From an optimization exercise on the open Yosys and OpenROAD flow, aimed at small area, a short achievable clock period and few clock cycles per item; shortcuts taken in it are not production practice. The RTL was checked by simulation tests, not by an equivalence proof against the original design. Power figures rest on the tool's default switching activity, not on a simulated workload.

===== flow/config.mk =====
export PLATFORM = sky130hd
export DESIGN_NAME = bit_vector_last_one_query_core
export DESIGN_NICKNAME = bit_vector_last_one_query_core
export VERILOG_FILES = /design/flow/design.v
export SDC_FILE = /design/flow/constraint.sdc
export NUM_CORES = 4
export LEC_CHECK = 0
export CAP_MARGIN = 20
export CORE_MARGIN = 2
export CORE_UTILIZATION = 30
export SLEW_MARGIN = 20
export SYNTH_MEMORY_MAX_BITS = 8192

===== flow/constraint.sdc =====
create_clock -name core_clock -period 10.0 [get_ports {clk}]
set_input_delay 2.0000 -clock core_clock [delete_from_list [all_inputs] [get_ports {clk}]]
set_output_delay 2.0000 -clock core_clock [all_outputs]
set_load 0.01 [all_outputs]

===== flow/design.v =====
package bvlq_pkg;
	localparam int unsigned MAX_BITS   = 1024;
	localparam int unsigned BLOCK_BITS = 16;
	localparam int unsigned NUM_BLOCKS = MAX_BITS / BLOCK_BITS;
	localparam int unsigned NUM_ROWS   = NUM_BLOCKS - 1;    
	localparam int unsigned POS_W      = 11;
	localparam int unsigned OFF_W      = $clog2(BLOCK_BITS);
	localparam int unsigned BLK_W      = $clog2(NUM_BLOCKS);
	localparam int unsigned FUNC_W     = 2;
	localparam int unsigned STAT_W     = 2;
	localparam logic [FUNC_W-1:0] FUNC_APPEND = 2'd0;
	localparam logic [FUNC_W-1:0] FUNC_SET    = 2'd1;
	localparam logic [FUNC_W-1:0] FUNC_QUERY  = 2'd2;
	localparam logic [STAT_W-1:0] ST_OK    = 2'd0;
	localparam logic [STAT_W-1:0] ST_BOUND = 2'd1;
	localparam logic [STAT_W-1:0] ST_RANGE = 2'd2;
	typedef logic [BLOCK_BITS-1:0] word_t;
	typedef logic [POS_W-1:0]      pos_t;
	typedef logic [BLK_W-1:0]      blk_t;
	typedef logic [OFF_W-1:0]      off_t;
	function automatic logic [1:0] top4(logic [3:0] w);
		logic [1:0] r;
		r[1] = w[3] | w[2];
		r[0] = w[3] | (~w[2] & w[1]);
		top4 = r;
	endfunction
	function automatic logic [OFF_W:0] top16(word_t w);
		logic [3:0] g;
		logic [1:0] gi;
		logic [1:0] li;
		for (int i = 0; i < 4; i++) g[i] = |w[4*i +: 4];
		gi = top4(g);
		li = top4(w[4*gi +: 4]);
		top16 = {|g, gi, li};
	endfunction
endpackage
module bvlq_store (
	input  logic                                  clk,
	input  logic                                  we,
	input  bvlq_pkg::blk_t                        waddr,
	input  bvlq_pkg::word_t                       wdata,
	input  logic [bvlq_pkg::NUM_ROWS-1:0]         rsel_a,
	output bvlq_pkg::word_t                       rdata_a,
	input  logic [bvlq_pkg::NUM_ROWS-1:0]         rsel_b,
	output bvlq_pkg::word_t                       rdata_b,
	output logic [bvlq_pkg::NUM_ROWS-1:0]         nz
);
	bvlq_pkg::word_t rows_q [bvlq_pkg::NUM_ROWS];
	for (genvar k = 0; k < bvlq_pkg::NUM_ROWS; k++) begin : g_row
		always_ff @(posedge clk) begin
			if (we && (waddr == bvlq_pkg::blk_t'(k))) begin
				rows_q[k] <= wdata;
			end
		end
		assign nz[k] = |rows_q[k];
	end
	always_comb begin
		rdata_a = '0;
		rdata_b = '0;
		for (int k = 0; k < bvlq_pkg::NUM_ROWS; k++) begin
			rdata_a = rdata_a | (rows_q[k] & {bvlq_pkg::BLOCK_BITS{rsel_a[k]}});
			rdata_b = rdata_b | (rows_q[k] & {bvlq_pkg::BLOCK_BITS{rsel_b[k]}});
		end
	end
endmodule
module bit_vector_last_one_query_core (
	input  logic                           clk,
	input  logic                           arst_n,
	input  logic                           in_valid,
	output logic                           in_stall,
	input  logic [bvlq_pkg::FUNC_W-1:0]    func,
	input  logic                           bit_value,
	input  logic [bvlq_pkg::POS_W-1:0]     query_pos,
	output logic                           out_valid,
	input  logic                           out_stall,
	output logic [bvlq_pkg::POS_W-1:0]     last_one_pos,
	output logic                           found,
	output logic [bvlq_pkg::STAT_W-1:0]    status
);
	localparam int unsigned NR = bvlq_pkg::NUM_ROWS;
	logic hold_q;    
	logic                        a_valid_q;
	logic [bvlq_pkg::FUNC_W-1:0] a_func_q;
	logic                        a_bit_q;
	bvlq_pkg::pos_t              a_pos_q;
	always_ff @(posedge clk or negedge arst_n) begin
		if (!arst_n) begin
			a_valid_q <= 1'b0;
		end else if (!hold_q) begin
			a_valid_q <= in_valid;
		end
	end
	always_ff @(posedge clk) begin
		if (!hold_q) begin
			a_func_q <= func;
			a_bit_q  <= bit_value;
			a_pos_q  <= query_pos;
		end
	end
	assign in_stall = hold_q;
	bvlq_pkg::pos_t  len_q;      
	logic            empty_q;    
	bvlq_pkg::blk_t  tblk_q;     
	bvlq_pkg::word_t tail_q;     
	logic a_go;
	logic is_app, is_set, is_qry;
	logic full, at_bnd;
	logic app_ok, set_ok, commit;
	bvlq_pkg::off_t  app_off, set_off;
	logic [bvlq_pkg::STAT_W-1:0] a_stat;
	logic            a_qv;
	bvlq_pkg::pos_t  a_pm1;
	assign a_go   = a_valid_q && !hold_q;
	assign is_app = (a_func_q == bvlq_pkg::FUNC_APPEND);
	assign is_set = (a_func_q == bvlq_pkg::FUNC_SET);
	assign is_qry = (a_func_q == bvlq_pkg::FUNC_QUERY);
	assign full   = len_q[bvlq_pkg::POS_W-1];
	assign at_bnd = (len_q[bvlq_pkg::OFF_W-1:0] == '0) && !empty_q;
	assign app_ok = a_go && is_app && !full;
	assign set_ok = a_go && is_set && !empty_q;
	assign commit = app_ok && at_bnd;
	assign app_off = len_q[bvlq_pkg::OFF_W-1:0];
	assign set_off = len_q[bvlq_pkg::OFF_W-1:0] - bvlq_pkg::off_t'(1);
	assign a_pm1  = a_pos_q - bvlq_pkg::pos_t'(1);
	always_comb begin
		a_stat = bvlq_pkg::ST_OK;
		if (is_app && full) a_stat = bvlq_pkg::ST_BOUND;
		if (is_set && empty_q) a_stat = bvlq_pkg::ST_BOUND;
		if (is_qry && (a_pos_q > len_q)) a_stat = bvlq_pkg::ST_RANGE;
	end
	assign a_qv = is_qry && (a_pos_q != '0) && !(a_pos_q > len_q);
	always_ff @(posedge clk or negedge arst_n) begin
		if (!arst_n) begin
			len_q   <= '0;
			empty_q <= 1'b1;
			tblk_q  <= '0;
		end else if (app_ok) begin
			len_q   <= len_q + bvlq_pkg::pos_t'(1);
			empty_q <= 1'b0;
			tblk_q  <= len_q[bvlq_pkg::POS_W-2:bvlq_pkg::OFF_W];
		end
	end
	for (genvar i = 0; i < bvlq_pkg::BLOCK_BITS; i++) begin : g_tail
		always_ff @(posedge clk) begin
			if ((app_ok && (app_off == bvlq_pkg::off_t'(i)))
			    || (set_ok && (set_off == bvlq_pkg::off_t'(i)))) begin
				tail_q[i] <= a_bit_q;
			end
		end
	end
	logic [NR-1:0]   rsel_a, rsel_b, nz;
	bvlq_pkg::word_t rdata_a, rdata_b;
	bvlq_store u_store (
		.clk     (clk),
		.we      (commit),
		.waddr   (tblk_q),
		.wdata   (tail_q),
		.rsel_a  (rsel_a),
		.rdata_a (rdata_a),
		.rsel_b  (rsel_b),
		.rdata_b (rdata_b),
		.nz      (nz)
	);
	logic                        b_valid_q;
	logic [bvlq_pkg::STAT_W-1:0] b_stat_q;
	logic                        b_qv_q;
	bvlq_pkg::blk_t              b_blk_q;
	bvlq_pkg::off_t              b_off_q;
	always_ff @(posedge clk or negedge arst_n) begin
		if (!arst_n) begin
			b_valid_q <= 1'b0;
		end else if (!hold_q) begin
			b_valid_q <= a_valid_q;
		end
	end
	always_ff @(posedge clk) begin
		if (!hold_q) begin
			b_stat_q <= a_stat;
			b_qv_q   <= a_qv;
			b_blk_q  <= a_pm1[bvlq_pkg::POS_W-2:bvlq_pkg::OFF_W];
			b_off_q  <= a_pm1[bvlq_pkg::OFF_W-1:0];
		end
	end
	logic            b_is_tail;
	bvlq_pkg::word_t b_word;
	assign b_is_tail = (b_blk_q == tblk_q);
	for (genvar k = 0; k < NR; k++) begin : g_rsel_a
		assign rsel_a[k] = (b_blk_q == bvlq_pkg::blk_t'(k));
	end
	assign b_word = b_is_tail ? tail_q : rdata_a;
	logic [7:0]      grp_any;
	logic [2:0]      grp_top [8];
	logic [63:0]     nzm;
	logic [2:0]      b_jg, b_jl;
	logic            b_hit2;
	always_comb begin
		for (int k = 0; k < 64; k++) begin
			nzm[k] = (k < NR) ? (nz[k] && (bvlq_pkg::blk_t'(k) < b_blk_q)) : 1'b0;
		end
		for (int g = 0; g < 8; g++) begin
			grp_any[g] = |nzm[8*g +: 8];
			grp_top[g] = '0;
			for (int i = 0; i < 8; i++) begin
				if (nzm[8*g + i]) grp_top[g] = 3'(i);
			end
		end
		b_jg = '0;
		for (int g = 0; g < 8; g++) begin
			if (grp_any[g]) b_jg = 3'(g);
		end
		b_jl   = grp_top[b_jg];
		b_hit2 = |grp_any;
	end
	logic                        c_valid_q;
	logic [bvlq_pkg::STAT_W-1:0] c_stat_q;
	logic                        c_qv_q;
	bvlq_pkg::blk_t              c_blk_q;
	bvlq_pkg::off_t              c_off_q;
	bvlq_pkg::word_t             c_word_q;
	bvlq_pkg::blk_t              c_jblk_q;
	logic                        c_hit2_q;
	always_ff @(posedge clk or negedge arst_n) begin
		if (!arst_n) begin
			c_valid_q <= 1'b0;
		end else if (!hold_q) begin
			c_valid_q <= b_valid_q;
		end
	end
	always_ff @(posedge clk) begin
		if (!hold_q) begin
			c_stat_q <= b_stat_q;
			c_qv_q   <= b_qv_q;
			c_blk_q  <= b_blk_q;
			c_off_q  <= b_off_q;
			c_word_q <= b_word;
			c_jblk_q <= {b_jg, b_jl};
			c_hit2_q <= b_hit2;
		end
	end
	bvlq_pkg::word_t         c_mask;
	logic [bvlq_pkg::OFF_W:0] c_top1, c_top2;
	assign c_mask = {bvlq_pkg::BLOCK_BITS{1'b1}}
		>> (bvlq_pkg::off_t'(bvlq_pkg::BLOCK_BITS - 1) - c_off_q);
	assign c_top1 = bvlq_pkg::top16(c_word_q & c_mask);
	for (genvar k = 0; k < NR; k++) begin : g_rsel_b
		assign rsel_b[k] = (c_jblk_q == bvlq_pkg::blk_t'(k));
	end
	assign c_top2 = bvlq_pkg::top16(rdata_b);
	logic                        d_valid_q;
	logic [bvlq_pkg::STAT_W-1:0] d_stat_q;
	logic                        d_qv_q;
	logic                        d_hit_q;
	logic [bvlq_pkg::POS_W-2:0]  d_idx_q;
	always_ff @(posedge clk or negedge arst_n) begin
		if (!arst_n) begin
			d_valid_q <= 1'b0;
		end else if (!hold_q) begin
			d_valid_q <= c_valid_q;
		end
	end
	always_ff @(posedge clk) begin
		if (!hold_q) begin
			d_stat_q <= c_stat_q;
			d_hit_q  <= c_qv_q && (c_top1[bvlq_pkg::OFF_W] || c_hit2_q);
			d_idx_q  <= c_top1[bvlq_pkg::OFF_W]
				? {c_blk_q, c_top1[bvlq_pkg::OFF_W-1:0]}
				: {c_jblk_q, c_top2[bvlq_pkg::OFF_W-1:0]};
		end
	end
	bvlq_pkg::pos_t d_pos;
	assign d_pos = d_hit_q ? (bvlq_pkg::pos_t'(d_idx_q) + bvlq_pkg::pos_t'(1)) : '0;
	logic                        o_valid_q;
	bvlq_pkg::pos_t              o_pos_q;
	logic                        o_found_q;
	logic [bvlq_pkg::STAT_W-1:0] o_stat_q;
	bvlq_pkg::pos_t              k_pos_q;
	logic                        k_found_q;
	logic [bvlq_pkg::STAT_W-1:0] k_stat_q;
	logic take, produce, o_load;
	assign take    = o_valid_q && !out_stall;
	assign produce = d_valid_q && !hold_q;
	assign o_load  = !o_valid_q || !out_stall;
	always_ff @(posedge clk or negedge arst_n) begin
		if (!arst_n) begin
			o_valid_q <= 1'b0;
			hold_q    <= 1'b0;
		end else begin
			if (o_load) begin
				o_valid_q <= hold_q || produce;
			end
			if (hold_q) begin
				hold_q <= !take;
			end else begin
				hold_q <= produce && !o_load;
			end
		end
	end
	always_ff @(posedge clk) begin
		if (o_load) begin
			if (hold_q) begin
				o_pos_q   <= k_pos_q;
				o_found_q <= k_found_q;
				o_stat_q  <= k_stat_q;
			end else begin
				o_pos_q   <= d_pos;
				o_found_q <= d_hit_q;
				o_stat_q  <= d_stat_q;
			end
		end
		if (!hold_q) begin
			k_pos_q   <= d_pos;
			k_found_q <= d_hit_q;
			k_stat_q  <= d_stat_q;
		end
	end
	assign out_valid    = o_valid_q;
	assign last_one_pos = o_pos_q;
	assign found        = o_found_q;
	assign status       = o_stat_q;
endmodule

===== flow/run.sh =====
#!/bin/bash
# synth_recipe.tcl (not shown) runs the flow's synth.tcl, then flattens the netlist and writes it again
# the make line also repeats each setting of config.mk as NAME=value (left out here)
make -C /OpenROAD-flow-scripts/flow DESIGN_CONFIG=/design/flow/config.mk WORK_HOME=/design/flow/orfs CLKGATE_MAP_FILE= SYNTH_SCRIPT=/design/flow/synth_recipe.tcl finish

==> results of run 1 <==
## final timing paths
check / slack (ns) / start / cells past startpoint / to
setup / recovery: 3.90 / c_jblk_q[5] / 13 / d_idx_q[0]
min in group asynchronous: 1.56 / arst_n / 2 / d_valid_q
hold reg to reg: 0.42 / b_off_q[3] / 0 / c_off_q[3]
max in group asynchronous: 8.12 / arst_n / 2 / empty_q
setup reg to reg: 3.90 / c_jblk_q[5] / 13 / d_idx_q[0]
hold / removal: 0.42 / b_off_q[3] / 0 / c_off_q[3]
## area by class of cell
cell class | count | area [um2] | share of cell area
diodes | 122 | 305.3 | 0.004820
clock buffers | 154 | 3458 | 0.05460
clock inverters | 82 | 754.5 | 0.01191
inverters | 33 | 125.1 | 0.001975
multi-input cells | 2601 | 18440 | 0.2911
flip-flops and latches | 1152 | 34330 | 0.5420
well taps | 2325 | 2909 | 0.04592
repair buffers | 384 | 3020 | 0.04768
## Yosys cell counts, types with 9 or more instances
cell       number  share of area
a2111oi_0      11         0.0018
a21o_1         12         0.0017
a21oi_1        54         0.0051
a221oi_1      116          0.019
a222oi_1       31         0.0059
a22o_1        135          0.022
a22oi_1       557          0.080
a31oi_1        11         0.0013
a32oi_1        24         0.0040
and2_1         18         0.0021
and3_1         39         0.0046
and4_1         13         0.0022
buf_1          19         0.0014
buf_2          21         0.0020
clkbuf_1      179          0.013
dfrtp_1        23          0.011
dfxtp_1        14         0.0053
edfxtp_1     1114           0.64
ha_1           19         0.0045
inv_1          31         0.0022
mux2_2         25         0.0054
mux2i_1        28         0.0053
nand2_1       196          0.014
nand2b_1       15         0.0018
nand3_1       185          0.018
nand4_1       229          0.027
nor2_1        219          0.016
nor2b_1        16         0.0019
nor3_1         74         0.0070
nor4_1        301          0.036
o21a_1         14         0.0020
o21ai_0        73         0.0069
or2_2           9         0.0011
or4_1          15         0.0021
xnor2_1        18         0.0030
xor2_1         13         0.0022
## sequential cells by signal, summed over array words and instances, names as in the netlist, 4 cells and up
name / flops
u_store.rows_q: 1008
c_off_q: 4
c_blk_q: 6
len_q: 11
k_pos_q: 11
b_blk_q: 6
tail_q: 16
d_idx_q: 10
b_off_q: 4
a_pos_q: 11
tblk_q: 6
c_word_q: 16
c_jblk_q: 6
o_pos_q: 11
## power breakdown
part	internal [W]	leakage (nW)	switching [W]	total, W
clock	0.00272	2.03	0.00222	0.00494
combinational	0.00130	7.17	0.00416	0.00546
sequential	0.00563	10.5	0.000265	0.00589
## kinds of logic (layout without fill, tap and decap cells)
kind of cell	after synthesis	after routing
AND/OR/NAND/NOR	1379	1379
flip-flops	1152	1152
AO/OA/AOI/OAI	1117	1117
buffers and inverters	262	653
multiplexers	55	55
XOR/XNOR	31	31
adder cells (fa/ha/maj)	19	19
other	0	122
## critical path, delay by kind of cell (launching register included)
kind,cells,cell delay [ns]
AO/OA/AOI/OAI,4,1.36
AND/OR/NAND/NOR,6,2.72
flip-flops,1,0.42
buffers and inverters,3,1.34
## per-layer routing
layer	share of wire	routed length [um]
met2	0.38	202200
met3	0.15	81230
met4	0.13	71070
met1	0.33	172400
met5	0.0014	757
## metrics by stage
stage	util	area, um2
after global placement	0.3350	58290
after floorplan	-	52580
after CTS	0.3602	62670
final	0.3640	63340
after detailed placement	0.3359	58460
after global routing	0.3625	63090
==> reports/metrics.csv, run 1 <==
stage,metric,value,unit
clocking,worst skew pair latency,0.85,ns
final_layout,"commonest non-fill, non-tap cells in the layout","edfxtp_1, a22oi_1, buf_4",
synthesis,Synth Flop Type,edfxtp_1,
floorplan,Die H,422.6,um
final_layout,# fillers,16780,
floorplan,Rows,153,
synthesis,Netlist cell types,91,
synthesis,Mapped Avg Cell Area,13.10,um2
timing,Tightest Pin Transition,1.574,ns
clocking,CTS Buf Count,132,
placement,Placer Congestion,1.193,
timing,Tmin final,6.101,ns
floorplan,Placeable Area,174000,um2
floorplan,IO Count,34,
placement,PortBufs,33,
global_routing,grt ovf,0,
floorplan,Initial Utilization,0.3021,
synthesis,"Net Count, Synth",4052,
run,max-cap violations,2,
synthesis,Synth Warn #,4,
timing,Slew headroom,-0.05746,
global_routing,antenna violations before repair,124,
worst_setup_path,"Arr. time, crit path",6.78,ns
clocking,Worst-path clk slew,0.06,ns
synthesis,asr flop ratio synth,0.02083,
route,antenna-violating nets left,0,
power_and_ir_drop,PwrDens,257.2,nW/um2
global_routing,first-pass GRT wire length,640400,um
placement,post-detail-place hpwl,390500,um
outcome,status,"complete, but fails checks",
outcome,Violated Checks,"capacitance limit, slew limit",
timing,Finish-stage setup viols,0,
route,Via density,8.355,
route,Avg WL per Cell,77.00,um
worst_setup_path,critical path required time,10.67,ns
power_and_ir_drop,"Power, Total",0.01629,W
timing,Slew Limit Fails,2,
power_and_ir_drop,Static Leakage,19.73,nW
route,DRT Wirelength,527700,um
clocking,Root Driver,clkbuf_16,
final_layout,nets,4341,
global_routing,vias in the first global route,48660,
min_path,min-delay worst type,flop to flop,
synthesis,simple logic cell fraction of the synthesized area,0.1420,
power_and_ir_drop,VDD IR max,0.1622,mV
placement,number of cells after detailed placement,6476,
timing,Fin Clk Skew,0.04645,ns
route,Initial DRT Pass Iterations,13,
final_layout,post-synthesis to final-layout area growth,20.48,%
worst_setup_path,Setup crit end kind,flop,
worst_setup_path,slowest cell delay on critical path,0.81,ns
synthesis,compound-cell area share of the yosys netlist,0.1633,
global_routing,All-Layer GR Usage,0.5767,
synthesis,multiplexer share of the synthesized area,0.01154,
clocking,CTS tree,done,
timing,worst setup margin,3.899,ns
clocking,clock buffer depth,3,
synthesis,XOR/XNOR share of the synthesized area,0.005164,
floorplan,Die Area,178600,um2
clocking,H-Tree Depth,4,
global_routing,GRT busiest layer,met2,
timing,RSZ-0062 raised after global routing,false,
floorplan,die width,422.6,um
timing,setup TNS,0,ns
synthesis,register area share after synthesis,0.6530,
clocking,CTS Sinks,1152,
route,vias post-DR,57260,
clocking,post_cts resized,0,
worst_setup_path,slowest CP cell,nor4_1,
worst_setup_path,Worst Path Max Fanout,28,
clocking,total setup buffers inserted after CTS,0,
synthesis,main combinational cell family by area after synthesis,compound AO/OA/AOI/OAI gates,
global_routing,M1 GR Usage,0.6138,
route,residual DRC count,0,
synthesis,synthesized instance count,4015,
synthesis,#FFs+latches synth,1152,
worst_setup_path,most frequent CP cell,buf_4,
global_routing,GRT met3 Usage,0.3532,
final_layout,Non-Filler Instances,6853,
final_layout,share of layout cells above drive strength 1,0.1850,
worst_setup_path,crit path kind,flop to flop,
synthesis,Synth Area in Adders,0.004521,
clocking,CTS Hold Bufs,0,
final_layout,"commonest non-fill, non-tap cell in the layout",edfxtp_1,
global_routing,routing usage on met2,0.7556,
worst_setup_path,CP Cell Sequence,buf_4 -> buf_4 -> nand4b_1 -> nor2_2 -> buf_4 -> a22oi_1 -> nand4_1 -> nor4_1 -> nand4_1 -> nor4_1 -> a2111oi_0 -> a211o_1 -> o2bb2ai_1,
global_routing,largest net degree at the start of global routing,65,
timing,hold slack,0.4182,ns
synthesis,"EDFF count, synth",1114,
route,Iter 0 DRT Violations,13390,
placement,Place WS,4.354,ns
synthesis,post-synthesis cell area,52580,um2
timing,final period utilization,0.6101,
timing,max frequency,0.1639,GHz
timing,Final Hold Viols,0,
worst_setup_path,CP startpoint kind,flop,
Testbench counts, summed over its fixed seeds: cycles 12,840, items 12,800.
==> run 2, diff against run 1 <==
--- a/flow/config.mk
+++ b/flow/config.mk
@@ -7,6 +7,6 @@
 export LEC_CHECK = 0
 export CAP_MARGIN = 20
 export CORE_MARGIN = 2
-export CORE_UTILIZATION = 30
+export CORE_UTILIZATION = 40
 export SLEW_MARGIN = 20
 export SYNTH_MEMORY_MAX_BITS = 8192
==> reports/metrics.csv, run 2 <==
stage,metric,value,unit,change
outcome,tool error,[ERROR GRT-0116] Global routing finished with congestion. Check the congestion regions in the DRC Viewer.,,
synthesis,#FFs+latches synth,1152,,unchanged
synthesis,Synth Flop Type,edfxtp_1,,unchanged
global_routing,first-pass GRT wire length,635300,um,
synthesis,main combinational cell family by area after synthesis,compound AO/OA/AOI/OAI gates,,unchanged
clocking,CTS Hold Bufs,0,,unchanged
synthesis,synth top area cells,"edfxtp_1, a22oi_1, nor4_1",,unchanged
clocking,Root Driver,clkbuf_16,,unchanged
synthesis,post-synthesis cell area,52580,um2,unchanged
synthesis,asr flop ratio synth,0.02083,,unchanged
global_routing,grt ovf,48,,
synthesis,XOR/XNOR share of the synthesized area,0.005164,,unchanged
placement,post-detail-place hpwl,343300,um,was 390500 um
synthesis,synthesized instance count,4015,,unchanged
clocking,post_cts resized,0,,unchanged
synthesis,Synth Warn #,4,,unchanged
global_routing,vias in the first global route,54690,,
placement,PortBufs,33,,unchanged
placement,"Cell Area, Placed",56960,um2,was 58460 um2
clocking,CTS Buf Count,116,,was 132
clocking,H-Tree Depth,3,,was 4
synthesis,multiplexer share of the synthesized area,0.01154,,unchanged
synthesis,Netlist cell types,91,,unchanged
placement,Place WS,3.881,ns,was 4.354 ns
synthesis,Mapped Avg Cell Area,13.10,um2,unchanged
floorplan,IO Count,34,,unchanged
clocking,CTS Sinks,1152,,unchanged
synthesis,Synth area leader,edfxtp_1,,unchanged
synthesis,Synth top cells by count,"edfxtp_1, a22oi_1, nor4_1, nand4_1, nor2_1",,unchanged
synthesis,Yosys top cell area share,0.6362,,unchanged
global_routing,largest net degree at the start of global routing,79,,
synthesis,simple logic cell fraction of the synthesized area,0.1420,,unchanged
placement,Placer Congestion,1.268,,was 1.193
synthesis,register area share after synthesis,0.6530,,unchanged
clocking,clock buffer depth,3,,unchanged
outcome,status,aborted with a tool error,,"was complete, but fails checks"
floorplan,Rows,133,,was 153
synthesis,"Net Count, Synth",4052,,unchanged
floorplan,die width,366.6,um,was 422.6 um
floorplan,Initial Utilization,0.4015,,was 0.3021
synthesis,Synth Area in Adders,0.004521,,unchanged
synthesis,compound-cell area share of the yosys netlist,0.1633,,unchanged
clocking,total setup buffers inserted after CTS,0,,unchanged
synthesis,most common cell in the netlist,edfxtp_1,,unchanged
placement,number of cells after detailed placement,5846,,was 6476
outcome,Last stage,global routing,,
synthesis,"EDFF count, synth",1114,,unchanged
floorplan,Die H,366.6,um,was 422.6 um
global_routing,All-Layer GR Usage,0.7318,,
==> run 2: cell counts after synthesis <==
No cell type changed its count.
==> run 2: cells by family after synthesis <==
| group | after synthesis |
|---|---|
| simple gates | 1379 |
| flops | 1152 |
| compound gates | 1117 |
| buf+inv | 262 |
| mux | 55 |
| xor+xnor | 31 |
| fa+ha+maj | 19 |
==> run 2: power by group through the flow <==
stage / sequential [W] / combinational (W) / clock [W]
detailed placement: 0.00597 / 0.00452 / 0
CTS: 0.00588 / 0.00455 / 0.00452
floorplan: 0.00586 / 0.00214 / 0
global placement: 0.00595 / 0.00453 / 0
==> run 2: per-layer routing <==
| metal | GRT overflow | global-route usage |
|---|---|---|
| met4 | 21 | 0.6600 |
| met3 | 0 | 0.6154 |
| met2 | 27 | 0.8586 |
| met1 | 0 | 0.7597 |
| met5 | 0 | 0.3661 |
==> run 2: how the worst min path moves through the flow <==
stage	slack [ns]	from	end
after floorplan	0.40	b_off_q[0]	c_off_q[0]
after global placement	0.40	b_off_q[3]	c_off_q[3]
after CTS	0.42	b_off_q[1]	c_off_q[1]
after detailed placement	0.41	b_off_q[1]	c_off_q[1]
==> run 2: per-stage QoR <==
stage / total power, W / utilization
after floorplan: 0.008009 / -
after global placement: 0.01048 / 0.4343
after detailed placement: 0.01050 / 0.4350
after CTS: 0.01495 / 0.4647

-- what the ideal ports hide --
How much do the figures lean on ideal ports? The routed layout below was timed once more, with nothing changed but the port constraints.
Step 1 (the two cells are an assumption about what drives the block):
set clk [get_ports {clk}]
set_driving_cell -lib_cell sky130_fd_sc_hd__clkbuf_16 $clk
set_driving_cell -lib_cell sky130_fd_sc_hd__buf_2 [delete_from_list [all_inputs] $clk]
Step 2 times the ports against the registers' clock, not the clock port: input delays grow and output delays shrink by t, the midpoint of the rising clock arrivals with the driver on.
Three values: ideal ports, drivers, drivers and shift; two values: the first two.
run: run 1
t (ns): 0.900
slack for setup (ns): 3.899 / 3.899 / 3.899
slew at the worst register clock pin (ns): 0.07 / 0.07
worst data-port slew with drivers (ns): 0.13
For run 1, drivers alone change the setup slack by 0.000 ns; drivers and shift together by 0.000 ns.
